Background: an optimization exercise with open tools, aiming at small area and few clock cycles per item. Do not read the settings as production practice. Only simulation tests tie the RTL to the original design; equivalence was not proved.

oak:
Design posture_deviation_dwell_detector_unit, start of the top module:
module posture_deviation_dwell_detector_unit
(
    input  logic                               clk,
    input  logic                               rst_n,
    input  logic                               psel,
    input  logic                               penable,
    input  logic                               pwrite,
    input  logic [pdd_pkg::ADDR_W-1:0]         paddr,
    input  logic [pdd_pkg::WORD_W-1:0]         pwdata,
    output logic [pdd_pkg::WORD_W-1:0]         prdata,
    output logic                               pready,
    input  logic                               in_valid,
    output logic                               in_ready,
    input  logic [1:0]                         opcode,
    input  logic signed [pdd_pkg::PITCH_W-1:0] pitch_x10,
    input  logic [pdd_pkg::WORD_W-1:0]         now_ms,
    output logic                               out_valid,
    input  logic                               out_ready,
    output logic [1:0]                         posture,
    output logic signed [pdd_pkg::DEV_W-1:0]   deviation_x10,
    output logic [pdd_pkg::WORD_W-1:0]         session_count,
    output logic [pdd_pkg::WORD_W-1:0]         slouch_time_sec,
    output logic [pdd_pkg::DUR_W-1:0]          longest_session_sec,
    output logic [pdd_pkg::WORD_W-1:0]         since_upright_sec,
    output logic                               event_valid,
    output logic [pdd_pkg::WORD_W-1:0]         event_start_ms,
  ...
Settings: LEC_CHECK=0, CAP_MARGIN=20, CORE_MARGIN=2, CORE_UTILIZATION=60, GPL_TIMING_DRIVEN=0, SLEW_MARGIN=20; clock period 14.0 ns.
run.sh (not shown) runs the stock make flow with config.mk's settings and CLKGATE_MAP_FILE= SYNTH_SCRIPT=/design/flow/synth_recipe.tcl, a recipe that flattens the netlist after the stock synthesis.
oak finished all stages; layout check result: FAIL, due to negative setup slack.
Testbench counts of oak, summed over its fixed seeds: cycles 24,016, items 24,000.
Here is what was changed in the inputs of pine compared with oak.
# oak
export LEC_CHECK = 0
export CAP_MARGIN = 20
export CORE_MARGIN = 2
export CORE_UTILIZATION = 60
export GPL_TIMING_DRIVEN = 0
export SLEW_MARGIN = 20
create_clock -name core_clock -period 14.0 [get_ports {clk}]
# pine
export LEC_CHECK = 0
export CAP_MARGIN = 20
export CORE_MARGIN = 2
export CORE_UTILIZATION = 40
export SLEW_MARGIN = 20
create_clock -name core_clock -period 14.0 [get_ports {clk}]
Results
- pine reached the end of the flow, and the finished layout is clean on the timing, DRC and antenna checks.
- For required time of the critical path, pine and oak come out practically identical.
- pine against oak: tap cell instance count picked up an extra 57%; routability congestion estimate from global placement shows a reduction of 5.8%; clock distribution area overhead in the final layout held; number of stages on the worst setup path increased 1; count of clock-buffer cells in the layout went down.
- [diff] worst path setup slack after routing, pine relative to oak: improvement
- Looking at number of ordinary and repair buffers in the finished layout, pine sits 39% above oak.
- pine reports a lower sequential portion of the cell area than oak does.
- oak → pine: worst stage delay on the critical path now larger, area of the placeable core picked up an extra 50%.

Another version of the RTL of posture_deviation_dwell_detector_unit (not shown whole).
For scale: about 1800 cells after synthesis, ~320 I/O pins.
Settings: LEC_CHECK=0, ABC_AREA=1, CAP_MARGIN=20, CORE_MARGIN=2, CORE_UTILIZATION=40, CTS_BUF_LIST=sky130_fd_sc_hd__clkbuf_8, CTS_CLUSTER_DIAMETER=60, CTS_CLUSTER_SIZE=12, GPL_TIMING_DRIVEN=0, SLEW_MARGIN=20; clock period 14.0 ns.
standard.sh (not shown) runs the stock make flow with config.mk's settings and CLKGATE_MAP_FILE= SYNTH_SCRIPT=/design/flow/synth_recipe.tcl, a recipe that flattens the netlist after the stock synthesis.
==> flow/flow/run.sh <==
#!/bin/bash
# Layout flow: the standard flow (standard.sh), with one added step.
#  1. the standard synthesis, unchanged (standard.sh synth).
#  2. The logic between the flip-flops of its netlist is remapped by ABC for
#     area (area.abc). The flip-flops are kept as black boxes, so they keep
#     their names and cell types; then ORFS's own closing synthesis steps
#     (splitnets, tie cells, pass-through buffers) are repeated.
#  3. the standard flow continues from that netlist to the final layout,
#     with the port buffers made as the smallest plain buffer, buf_1.
# Each tool's full output goes to a log file of its own in this folder.
set -euo pipefail
HERE=$(pwd)
RES=$HERE/orfs/results/$FLOW_PLATFORM/posture_deviation_dwell_detector_unit/base
LIB=$FLOW_HOME/platforms/sky130hd/lib/sky130_fd_sc_hd__tt_025C_1v80.lib
export BUFFER_PORTS_ARGS="-buffer_cell sky130_fd_sc_hd__buf_1"

bash standard.sh synth > standard_synth.log 2>&1

cp $RES/1_2_yosys.v $HERE/synth_standard.v
python3 flow/cells_gen.py $HERE/synth_standard.v $HERE/cells.v > cells_gen.log 2>&1
DONT_USE=$(grep -o -- '-dont_use [A-Za-z0-9_]*' orfs/logs/$FLOW_PLATFORM/posture_deviation_dwell_detector_unit/base/1_2_yosys.log | sort -u | tr '\n' ' ')
cat > remap.ys <<EOS
read_verilog $HERE/cells.v
read_verilog $HERE/synth_standard.v
hierarchy -check -top $FLOW_TOP
flatten
rename -hide w:* i:* o:* %u %d
techmap
opt -purge
abc -liberty $LIB $DONT_USE -script $HERE/flow/area.abc
delete A:blackbox
delete sky130_fd_sc_hd__*
read_liberty -lib $LIB
splitnets
opt_clean -purge
hilomap -singleton -hicell sky130_fd_sc_hd__conb_1 HI -locell sky130_fd_sc_hd__conb_1 LO
insbuf -buf sky130_fd_sc_hd__buf_4 A X
rename -hide w:* i:* o:* %u %d
opt_clean -purge
tee -o $HERE/remap_stat.txt stat -liberty $LIB
check -assert -mapped
write_verilog -noattr -nohex -nodec $HERE/synth_remap.v
EOS
yosys -s remap.ys > remap.log 2>&1

cp $HERE/synth_remap.v $RES/1_2_yosys.v
rm -f $RES/1_synth.odb
bash standard.sh > standard.log 2>&1
==> flow/flow/area.abc <==
strash
&get -n
&dch -f
&nf -R 1000 -p
&put
topo
Other scripts of this flow, unchanged in this note and not shown: flow/flow/cells_gen.py
Testbench counts at the start, summed over its fixed seeds: cycles 24,070, items 24,000.
Change:
--- a/flow/flow/run.sh
+++ b/flow/flow/run.sh
@@ -3,5 +3,5 @@
 #  1. the standard synthesis, unchanged (standard.sh synth).
 #  2. The logic between the flip-flops of its netlist is remapped by ABC for
-#     area (area.abc). The flip-flops are kept as black boxes, so they keep
+#     area (area.abc, two rounds of area mapping). The flip-flops are kept as black boxes, so they keep
 #     their names and cell types; then ORFS's own closing synthesis steps
 #     (splitnets, tie cells, pass-through buffers) are repeated.
==> flow/flow/area.abc (replaced) <==
strash
&get -n
&dch -f
&nf -R 1000 -p
&put
strash
&get -n
&dch -f
&nf -R 1000 -p
&put
strash
&get -n
&dch -f
&nf -R 1000 -p
&put
topo
- CORE_UTILIZATION: 40 -> 60
Outcome: Cell area is lower by 1.9%; non-clock buffer count decreases by 11; setup slack gets worse by 0.049 ns; register-to-register slack gets worse by 0.07 ns; die area decreases by 33%; worst hold slack barely changes.

posture_deviation_dwell_detector_unit again, from the RTL that the note above started with.
clock: 14.0 ns
lec_check: 0
abc_area: 1
cap_margin: 10
core_margin: 2
core_utilization: 60
cts_buf_list: sky130_fd_sc_hd__clkbuf_4
cts_cluster_diameter: 50
cts_cluster_size: 8
gpl_timing_driven: 0
slew_margin: 10
==> flow/flow/run.sh <==
#!/bin/bash
# The standard layout (standard.sh, unchanged synthesis), with the port
# buffers made as the smallest plain buffer, buf_1, through an ORFS variable.
# Each tool's output is in standard.log and in the ORFS logs under orfs/logs.
set -o pipefail
export BUFFER_PORTS_ARGS="-buffer_cell sky130_fd_sc_hd__buf_1"
bash standard.sh > standard.log 2>&1
Testbench counts at the start, summed over its fixed seeds: cycles 24,070, items 24,000.
Then changed:
--- a/flow/config.mk
+++ b/flow/config.mk
@@ -8,9 +8,9 @@
 export ABC_AREA = 1
-export CAP_MARGIN = 10
+export CAP_MARGIN = 20
 export CORE_MARGIN = 2
 export CORE_UTILIZATION = 60
-export CTS_BUF_LIST = sky130_fd_sc_hd__clkbuf_4
-export CTS_CLUSTER_DIAMETER = 50
-export CTS_CLUSTER_SIZE = 8
+export CTS_BUF_LIST = sky130_fd_sc_hd__clkbuf_8
+export CTS_CLUSTER_DIAMETER = 60
+export CTS_CLUSTER_SIZE = 12
 export GPL_TIMING_DRIVEN = 0
-export SLEW_MARGIN = 10
+export SLEW_MARGIN = 20
- count of clock-buffer cells in the layout went down by 42
- worst hold slack gets better by 21 ps
- core utilization stays flat
- non-clock buffer count is unchanged
- worst setup slack degrades by 110 ps
- cell count came out lower by 0.77%
- die area is unchanged
- first-iteration DRC count rose by 8.8%

## separate check: timing with driven ports
No port has a modelled driver above. Below, the same layouts with a new extraction and two added sets of constraints.
Step 1: set_driving_cell puts a clkbuf_16 on clk and a buf_2 on each other input, an assumption about the parent block.
Step 2 also shifts input and output timing later by t, the mid clock arrival at the registers, as if the neighbouring blocks saw the same clock.
a / b / c = ideal / step 1 / step 2; a / b = the first two.
| run | t, ns | setup WS [ns] | worst register clock-pin slew, ns |
|---|---|---|---|
| oak | 0.617 | -0.241 / -0.222 / -0.839 | 0.07 / 0.07 |
| pine | 0.633 | 0.455 / 0.418 / -0.151 | 0.06 / 0.06 |
| the first run of note 2 | 0.645 | 0.764 / 0.714 / 0.523 | 0.09 / 0.09 |
| the second run of note 2 | 0.651 | 0.715 / 0.669 / 0.498 | 0.09 / 0.09 |
| the first run of note 3 | 0.730 | 2.369 / 2.401 / 1.671 | 0.12 / 0.12 |
| the second run of note 3 | 0.663 | 2.262 / 2.293 / 1.630 | 0.09 / 0.09 |
Met with ideal ports but missed after step 2: setup timing in pine. The setup slack of the first run of note 3, which loses most, moves by +0.032 ns with the drivers and by -0.698 ns with both steps.
